Background: an optimization exercise with open tools, aiming at small area and a short achievable clock period. Do not read the settings as production practice. RTL that was checked went through simulation tests only; none was proved equivalent to the original. No activity file was given, so power comes from the tool's default toggle rates.

==> flow/design.v <==
module conv_window_reader #(
  parameter int MAX_OUTST = 4
) (
  input  logic               clk_i,
  input  logic               rst_i,
  input  logic               start_i,
  input  logic [31:0]        base_i,
  input  logic [31:0]        iw_i,
  input  logic [31:0]        ih_i,
  input  logic [31:0]        k_i,
  output logic               mem_req_o,
  output logic [31:0]        mem_addr_o,
  input  logic               mem_gnt_i,
  input  logic               mem_rvalid_i,
  output logic signed [31:0] loop_i_o,
  output logic signed [31:0] loop_j_o,
  output logic signed [31:0] loop_wi_o,
  output logic signed [31:0] loop_wj_o,
  output logic               out_valid_o,
  output logic               busy_o,
  output logic               done_o
);
  localparam int CNT_W = $clog2(MAX_OUTST + 1);
  localparam logic [CNT_W-1:0] CNT_MAX = CNT_W'(MAX_OUTST);
  function automatic logic [19:0] inc20(input logic [19:0] a);
    logic c;
    c = 1'b1;
    for (int n = 0; n < 20; n++) begin
      inc20[n] = a[n] ^ c;
      c = c & a[n];
    end
  endfunction
  function automatic logic [19:0] dec20(input logic [19:0] a);
    logic c;
    c = 1'b1;
    for (int n = 0; n < 20; n++) begin
      dec20[n] = a[n] ^ c;
      c = c & ~a[n];
    end
  endfunction
  function automatic logic [19:0] add20(input logic [19:0] a, input logic [19:0] b,
                                        input logic ci);
    logic c;
    c = ci;
    for (int n = 0; n < 20; n++) begin
      add20[n] = a[n] ^ b[n] ^ c;
      c = (a[n] & b[n]) | (c & (a[n] ^ b[n]));
    end
  endfunction
  logic st_busy, st_b;
  logic run, idle;
  logic [CNT_W-1:0] cnt_q;
  logic start_acc, cfg_zero, push, pop;
  logic [31:0] base_q;
  logic [9:0]  iw_q;
  logic [3:0]  km1_q;           
  logic [3:0]  wp_q, hp_q;      
  logic [9:0]  dx_q, dy_q;      
  logic        fc_q, fr_q;      
  logic [19:0] t_q;             
  logic [19:0] w_q;             
  logic        pad_q;           
  logic [9:0]  ri_q, rj_q;
  logic [4:0]  rwi_q, rwj_q;
  assign idle      = !st_busy && !st_b;
  assign run       = st_busy && st_b;
  assign start_acc = idle && start_i;
  assign cfg_zero  = (iw_i[9:0] == '0) || (ih_i[9:0] == '0) || (k_i[3:0] == '0);
  assign mem_req_o = run && (cnt_q != CNT_MAX);
  assign push      = mem_req_o && mem_gnt_i;
  assign pop       = mem_rvalid_i && (cnt_q != '0);
  assign out_valid_o = pop;
  assign busy_o    = st_busy;
  assign done_o    = !st_busy && st_b;
  function automatic logic [29:0] add30bk(input logic [29:0] a, input logic [29:0] b);
    logic [29:0] g, p, x;
    x = a ^ b;
    g = a & b;
    p = x;
    for (int d = 1; d < 30; d = d * 2) begin
      for (int n = 2 * d - 1; n < 30; n = n + 2 * d) begin
        g[n] = g[n] | (p[n] & g[n-d]);
        p[n] = p[n] & p[n-d];
      end
    end
    for (int d = 8; d >= 1; d = d / 2) begin
      for (int n = 3 * d - 1; n < 30; n = n + 2 * d) begin
        g[n] = g[n] | (p[n] & g[n-d]);
        p[n] = p[n] & p[n-d];
      end
    end
    add30bk = x ^ {g[28:0], 1'b0};
  endfunction
  function automatic logic [31:0] add32bk(input logic [31:0] a, input logic [31:0] b);
    logic [31:0] g, p, x;
    x = a ^ b;
    g = a & b;
    p = x;
    for (int d = 1; d < 32; d = d * 2) begin
      for (int n = 2 * d - 1; n < 32; n = n + 2 * d) begin
        g[n] = g[n] | (p[n] & g[n-d]);
        p[n] = p[n] & p[n-d];
      end
    end
    for (int d = 8; d >= 1; d = d / 2) begin
      for (int n = 3 * d - 1; n < 32; n = n + 2 * d) begin
        g[n] = g[n] | (p[n] & g[n-d]);
        p[n] = p[n] & p[n-d];
      end
    end
    add32bk = x ^ {g[30:0], 1'b0};
  endfunction
  logic [29:0] asum;
  assign asum = add30bk(base_q[31:2], {10'b0, t_q & {20{!pad_q}}});
  assign mem_addr_o = {asum, base_q[1:0]};
  logic lw, lh, li, lj, last_tap;
  assign lw = (wp_q == km1_q);
  assign lh = (hp_q == km1_q);
  assign li = (dx_q == 10'd1);
  assign lj = (dy_q == 10'd1);
  assign last_tap = lw && lh && li && lj;
  logic [19:0] wp_inc, hp_inc, dx_dec, dy_dec, w_inc, c2, t_add, t_sum;
  assign wp_inc = inc20({16'b0, wp_q});
  assign hp_inc = inc20({16'b0, hp_q});
  assign dx_dec = dec20({10'b0, dx_q});
  assign dy_dec = dec20({10'b0, dy_q});
  assign w_inc  = inc20(w_q);
  assign c2     = add20({10'b0, iw_q}, {16'hffff, ~km1_q}, 1'b1);
  assign t_add  = lw ? c2 : 20'd1;
  logic [31:0] t_sum32;
  assign t_sum32 = add32bk({12'b0, t_q}, {12'b0, t_add});
  assign t_sum = t_sum32[19:0];
  logic [3:0]  wp_n, hp_n;
  logic [9:0]  dx_n, dy_n;
  logic        fc_n, fr_n, pad_n, ypad_n, ypad_q;
  logic [19:0] t_n, w_n;
  always_comb begin
    wp_n = wp_inc[3:0];
    hp_n = hp_q;
    dx_n = dx_q;
    dy_n = dy_q;
    fc_n = fc_q;
    fr_n = fr_q;
    w_n  = w_q;
    t_n  = t_sum;
    if (lw) begin
      wp_n = '0;
      hp_n = hp_inc[3:0];
      if (lh) begin
        hp_n = '0;
        w_n  = w_inc;
        t_n  = w_inc;
        fc_n = 1'b0;
        dx_n = dx_dec[9:0];
        if (li) begin
          fc_n = 1'b1;
          dx_n = iw_q;
          fr_n = 1'b0;
          dy_n = dy_dec[9:0];
        end
      end
    end
    ypad_n = ypad_q;
    if (!lw)      pad_n = ypad_q || ({6'b0, wp_q} >= dx_q);
    else if (!lh) begin ypad_n = ({6'b0, hp_q} >= dy_q); pad_n = fc_q || ypad_n; end
    else if (!li) begin ypad_n = fr_q; pad_n = fr_q; end
    else          begin ypad_n = 1'b0; pad_n = 1'b1; end
  end
  always_ff @(posedge clk_i) begin
    if (start_acc) begin
      base_q <= base_i;
      iw_q   <= iw_i[9:0];
      km1_q  <= k_i[3:0] - 4'd1;
      wp_q   <= '0;
      hp_q   <= '0;
      dx_q   <= iw_i[9:0];
      dy_q   <= ih_i[9:0];
      fc_q   <= 1'b1;
      fr_q   <= 1'b1;
      t_q    <= ~{10'b0, iw_i[9:0]};             
      w_q    <= ~{10'b0, iw_i[9:0]};
      pad_q  <= 1'b1;
      ypad_q <= 1'b1;
    end else if (push) begin
      wp_q  <= wp_n;
      hp_q  <= hp_n;
      dx_q  <= dx_n;
      dy_q  <= dy_n;
      fc_q  <= fc_n;
      fr_q  <= fr_n;
      t_q   <= t_n;
      w_q   <= w_n;
      pad_q <= pad_n;
      ypad_q <= ypad_n;
    end
  end
  logic [19:0] rwi_inc, rwj_inc, ri_inc, rj_inc;
  assign rwi_inc = inc20({15'b0, rwi_q});
  assign rwj_inc = inc20({15'b0, rwj_q});
  assign ri_inc  = inc20({10'b0, ri_q});
  assign rj_inc  = inc20({10'b0, rj_q});
  always_ff @(posedge clk_i) begin
    if (start_acc) begin
      ri_q  <= '0;
      rj_q  <= '0;
      rwi_q <= '1;
      rwj_q <= '1;
    end else if (pop) begin
      if (rwi_inc[3:0] != km1_q) begin
        rwi_q <= rwi_inc[4:0];
      end else begin
        rwi_q <= '1;
        if (rwj_inc[3:0] != km1_q) begin
          rwj_q <= rwj_inc[4:0];
        end else begin
          rwj_q <= '1;
          if (ri_inc[9:0] != iw_q) begin
            ri_q <= ri_inc[9:0];
          end else begin
            ri_q <= '0;
            rj_q <= rj_inc[9:0];
          end
        end
      end
    end
  end
  assign loop_i_o  = {22'b0, ri_q};
  assign loop_j_o  = {22'b0, rj_q};
  assign loop_wi_o = {{27{rwi_q[4]}}, rwi_q};
  assign loop_wj_o = {{27{rwj_q[4]}}, rwj_q};
  always_ff @(posedge clk_i) begin
    if (rst_i) begin
      cnt_q <= '0;
    end else begin
      case ({push, pop})
        2'b10:   cnt_q <= cnt_q + CNT_W'(1);
        2'b01:   cnt_q <= cnt_q - CNT_W'(1);
        default: cnt_q <= cnt_q;
      endcase
    end
  end
  always_ff @(posedge clk_i) begin
    if (rst_i) begin
      st_busy <= 1'b0;
      st_b    <= 1'b0;
    end else begin
      case ({st_busy, st_b})
        2'b00: if (start_i) begin st_busy <= !cfg_zero; st_b <= 1'b1; end
        2'b11: if (push && last_tap) st_b <= 1'b0;
        2'b10: if (pop && cnt_q == CNT_W'(1)) begin st_busy <= 1'b0; st_b <= 1'b1; end
        default: begin st_busy <= 1'b0; st_b <= 1'b0; end
      endcase
    end
  end
endmodule
Settings: LEC_CHECK=0, CAP_MARGIN=20, CORE_MARGIN=2, CORE_UTILIZATION=80, CTS_BUF_LIST=sky130_fd_sc_hd__clkbuf_8, SLEW_MARGIN=20; clock period 17.0 ns.
standard.sh (not shown) runs the stock make flow with config.mk's settings and CLKGATE_MAP_FILE= SYNTH_SCRIPT=/design/flow/synth_recipe.tcl, a recipe that flattens the netlist after the stock synthesis.
==> flow/flow/run.sh <==
#!/bin/bash
set -euo pipefail
bash standard.sh \
  "BUFFER_PORTS_ARGS=-buffer_cell sky130_fd_sc_hd__buf_1" \
  "SETUP_SLACK_MARGIN=${SETUP_MARGIN_NS:-9.8}" \
  finish > standard_flow.log 2>&1
Then changed:
--- a/flow/design.v
+++ b/flow/design.v
@@ -19,10 +19,8 @@
   output logic               out_valid_o,
   output logic               busy_o,
   output logic               done_o
 );
-  localparam int CNT_W = $clog2(MAX_OUTST + 1);
-  localparam logic [CNT_W-1:0] CNT_MAX = CNT_W'(MAX_OUTST);
   function automatic logic [19:0] inc20(input logic [19:0] a);
     logic c;
     c = 1'b1;
     for (int n = 0; n < 20; n++) begin
@@ -48,9 +46,9 @@
     end
   endfunction
   logic st_busy, st_b;
   logic run, idle;
-  logic [CNT_W-1:0] cnt_q;
+  logic [MAX_OUTST:1] cnt_q;    
   logic start_acc, cfg_zero, push, pop;
   logic [31:0] base_q;
   logic [9:0]  iw_q;
   logic [3:0]  km1_q;           
@@ -65,11 +63,11 @@
   assign idle      = !st_busy && !st_b;
   assign run       = st_busy && st_b;
   assign start_acc = idle && start_i;
   assign cfg_zero  = (iw_i[9:0] == '0) || (ih_i[9:0] == '0) || (k_i[3:0] == '0);
-  assign mem_req_o = run && (cnt_q != CNT_MAX);
+  assign mem_req_o = run && !cnt_q[MAX_OUTST];
   assign push      = mem_req_o && mem_gnt_i;
-  assign pop       = mem_rvalid_i && (cnt_q != '0);
+  assign pop       = mem_rvalid_i && cnt_q[1];
   assign out_valid_o = pop;
   assign busy_o    = st_busy;
   assign done_o    = !st_busy && st_b;
   function automatic logic [29:0] add30bk(input logic [29:0] a, input logic [29:0] b);
@@ -232,10 +230,10 @@
     if (rst_i) begin
       cnt_q <= '0;
     end else begin
       case ({push, pop})
-        2'b10:   cnt_q <= cnt_q + CNT_W'(1);
-        2'b01:   cnt_q <= cnt_q - CNT_W'(1);
+        2'b10:   cnt_q <= {cnt_q[MAX_OUTST-1:1], 1'b1};
+        2'b01:   cnt_q <= {1'b0, cnt_q[MAX_OUTST:2]};
         default: cnt_q <= cnt_q;
       endcase
     end
   end
@@ -246,9 +244,9 @@
     end else begin
       case ({st_busy, st_b})
         2'b00: if (start_i) begin st_busy <= !cfg_zero; st_b <= 1'b1; end
         2'b11: if (push && last_tap) st_b <= 1'b0;
-        2'b10: if (pop && cnt_q == CNT_W'(1)) begin st_busy <= 1'b0; st_b <= 1'b1; end
+        2'b10: if (pop && !cnt_q[2]) begin st_busy <= 1'b0; st_b <= 1'b1; end
         default: begin st_busy <= 1'b0; st_b <= 1'b0; end
       endcase
     end
   end
=> Clock skew hardly moves. Hold slack improves by 0.0033 ns. Routed wire length is higher by about 6%. Sequential power is about the same. Worst setup slack gets worse by 0.041 ns. Core utilization is higher by 0.24 points. Global-route usage grows by 1.9 points. Critical path depth is unchanged.
Function not checked in the second run of this note: the RTL went through the layout flow alone.


Starts from the design.v that is shown in full above.
export LEC_CHECK = 0
export CAP_MARGIN = 20
export CORE_MARGIN = 2
export CORE_UTILIZATION = 80
export CTS_BUF_LIST = sky130_fd_sc_hd__clkbuf_8
export SLEW_MARGIN = 20
create_clock -name core_clock -period 17.0 [get_ports {clk_i}]
==> flow/flow/run.sh <==
#!/bin/bash
set -euo pipefail
bash standard.sh \
  "BUFFER_PORTS_ARGS=-buffer_cell sky130_fd_sc_hd__buf_1" \
  "SETUP_SLACK_MARGIN=${SETUP_MARGIN_NS:-9.9}" \
  "SKIP_REPAIR_TIE_FANOUT=1" \
  "CTS_ARGS=-sink_clustering_enable -repair_clock_nets -buf_list sky130_fd_sc_hd__clkbuf_8 -sink_clustering_size 30 -sink_clustering_max_diameter 120 -sink_clustering_levels 1" \
  finish > standard_flow.log 2>&1
Change:
--- a/flow/design.v
+++ b/flow/design.v
@@ -55,7 +55,7 @@
   logic [9:0]  iw_q;
   logic [3:0]  km1_q;           
   logic [3:0]  wp_q, hp_q;      
-  logic [9:0]  dx_q, dy_q;      
+  logic [9:0]  ndx_q, ndy_q;    
   logic        fc_q, fr_q;      
   logic [19:0] t_q;             
   logic [19:0] w_q;             
@@ -116,53 +116,50 @@
   logic lw, lh, li, lj, last_tap;
   assign lw = (wp_q == km1_q);
   assign lh = (hp_q == km1_q);
-  assign li = (dx_q == 10'd1);
-  assign lj = (dy_q == 10'd1);
+  assign li = (ndx_q == ~10'd1);
+  assign lj = (ndy_q == ~10'd1);
   assign last_tap = lw && lh && li && lj;
-  logic [19:0] wp_inc, hp_inc, dx_dec, dy_dec, w_inc, c2, t_add, t_sum;
-  assign wp_inc = inc20({16'b0, wp_q});
-  assign hp_inc = inc20({16'b0, hp_q});
-  assign dx_dec = dec20({10'b0, dx_q});
-  assign dy_dec = dec20({10'b0, dy_q});
-  assign w_inc  = inc20(w_q);
-  assign c2     = add20({10'b0, iw_q}, {16'hffff, ~km1_q}, 1'b1);
-  assign t_add  = lw ? c2 : 20'd1;
+  logic [19:0] wp_inc, ndx_inc, c2m1, t_a, t_b, t_sum;
+  assign wp_inc = inc20({16'b0, lw ? hp_q : wp_q});
+  assign ndx_inc = inc20({10'b0, li ? ndy_q : ndx_q});
+  assign c2m1   = add20({10'b0, iw_q}, {16'hffff, ~km1_q}, 1'b0);    
+  assign t_a    = (lw && lh) ? w_q : t_q;
+  assign t_b    = (lw && !lh) ? c2m1 : 20'd0;
   logic [31:0] t_sum32;
-  assign t_sum32 = add32bk({12'b0, t_q}, {12'b0, t_add});
-  assign t_sum = t_sum32[19:0];
+  assign t_sum32 = add32bk({11'b0, t_a, 1'b1}, {11'b0, t_b, 1'b1});
+  assign t_sum = t_sum32[20:1];
   logic [3:0]  wp_n, hp_n;
-  logic [9:0]  dx_n, dy_n;
+  logic [9:0]  ndx_n, ndy_n;
   logic        fc_n, fr_n, pad_n, ypad_n, ypad_q;
   logic [19:0] t_n, w_n;
   always_comb begin
     wp_n = wp_inc[3:0];
     hp_n = hp_q;
-    dx_n = dx_q;
-    dy_n = dy_q;
+    ndx_n = ndx_q;
+    ndy_n = ndy_q;
     fc_n = fc_q;
     fr_n = fr_q;
     w_n  = w_q;
     t_n  = t_sum;
     if (lw) begin
       wp_n = '0;
-      hp_n = hp_inc[3:0];
+      hp_n = wp_inc[3:0];
       if (lh) begin
         hp_n = '0;
-        w_n  = w_inc;
-        t_n  = w_inc;
+        w_n  = t_sum;
         fc_n = 1'b0;
-        dx_n = dx_dec[9:0];
+        ndx_n = ndx_inc[9:0];
         if (li) begin
           fc_n = 1'b1;
-          dx_n = iw_q;
+          ndx_n = ~iw_q;
           fr_n = 1'b0;
-          dy_n = dy_dec[9:0];
+          ndy_n = ndx_inc[9:0];
         end
       end
     end
     ypad_n = ypad_q;
-    if (!lw)      pad_n = ypad_q || ({6'b0, wp_q} >= dx_q);
-    else if (!lh) begin ypad_n = ({6'b0, hp_q} >= dy_q); pad_n = fc_q || ypad_n; end
+    if (!lw)      pad_n = ypad_q || ({6'b0, wp_q} >= ~ndx_q);
+    else if (!lh) begin ypad_n = ({6'b0, hp_q} >= ~ndy_q); pad_n = fc_q || ypad_n; end
     else if (!li) begin ypad_n = fr_q; pad_n = fr_q; end
     else          begin ypad_n = 1'b0; pad_n = 1'b1; end
   end
@@ -173,8 +170,8 @@
       km1_q  <= k_i[3:0] - 4'd1;
       wp_q   <= '0;
       hp_q   <= '0;
-      dx_q   <= iw_i[9:0];
-      dy_q   <= ih_i[9:0];
+      ndx_q  <= ~iw_i[9:0];
+      ndy_q  <= ~ih_i[9:0];
       fc_q   <= 1'b1;
       fr_q   <= 1'b1;
       t_q    <= ~{10'b0, iw_i[9:0]};             
@@ -184,8 +181,8 @@
     end else if (push) begin
       wp_q  <= wp_n;
       hp_q  <= hp_n;
-      dx_q  <= dx_n;
-      dy_q  <= dy_n;
+      ndx_q <= ndx_n;
+      ndy_q <= ndy_n;
       fc_q  <= fc_n;
       fr_q  <= fr_n;
       t_q   <= t_n;
What happened:
- The changed run completed without violations
- register-to-register slack gains 0.57 ns
- worst hold slack is about the same
- utilization drops by 0.30 points
- synthesized cell count drops by 6.0%
- first-iteration DRC count climbs by 6.6%
- fmax stays flat
- worst setup slack gains 0.0088 ns
- count of clock-buffer cells in the layout does not change

-- re-timing with driven ports --
In the flow no input, the clock included, has a driving cell. The finished layouts below were timed again as built, in two steps.
Step 1 sets driving cells, clkbuf_16 on the clock port and buf_2 on the other inputs (assumed; they add their load-dependent delay and slew).
Step 2 times the ports against the registers' clock, not the clock port: input delays grow and output delays shrink by t, the midpoint of the rising clock arrivals with the driver on.
Slacks: ideal ports / drivers / drivers and shift; pairs: ideal ports / drivers.
| run | t, ns | setup slack, ns | worst data-port slew with drivers (ns) |
|---|---|---|---|
| the first run of note 1 | 0.494 | 9.859 / 9.825 / 9.825 | 0.04 |
| the second run of note 1 | 0.500 | 9.818 / 9.796 / 9.796 | 0.05 |
| the first run of note 2 | 0.498 | 9.847 / 9.816 / 9.816 | 0.06 |
| the second run of note 2 | 0.508 | 9.856 / 9.814 / 9.814 | 0.05 |
After both steps every run listed still meets setup and hold. The setup slack of the second run of note 2, which loses most, moves by -0.042 ns with the drivers and by -0.042 ns with both steps.
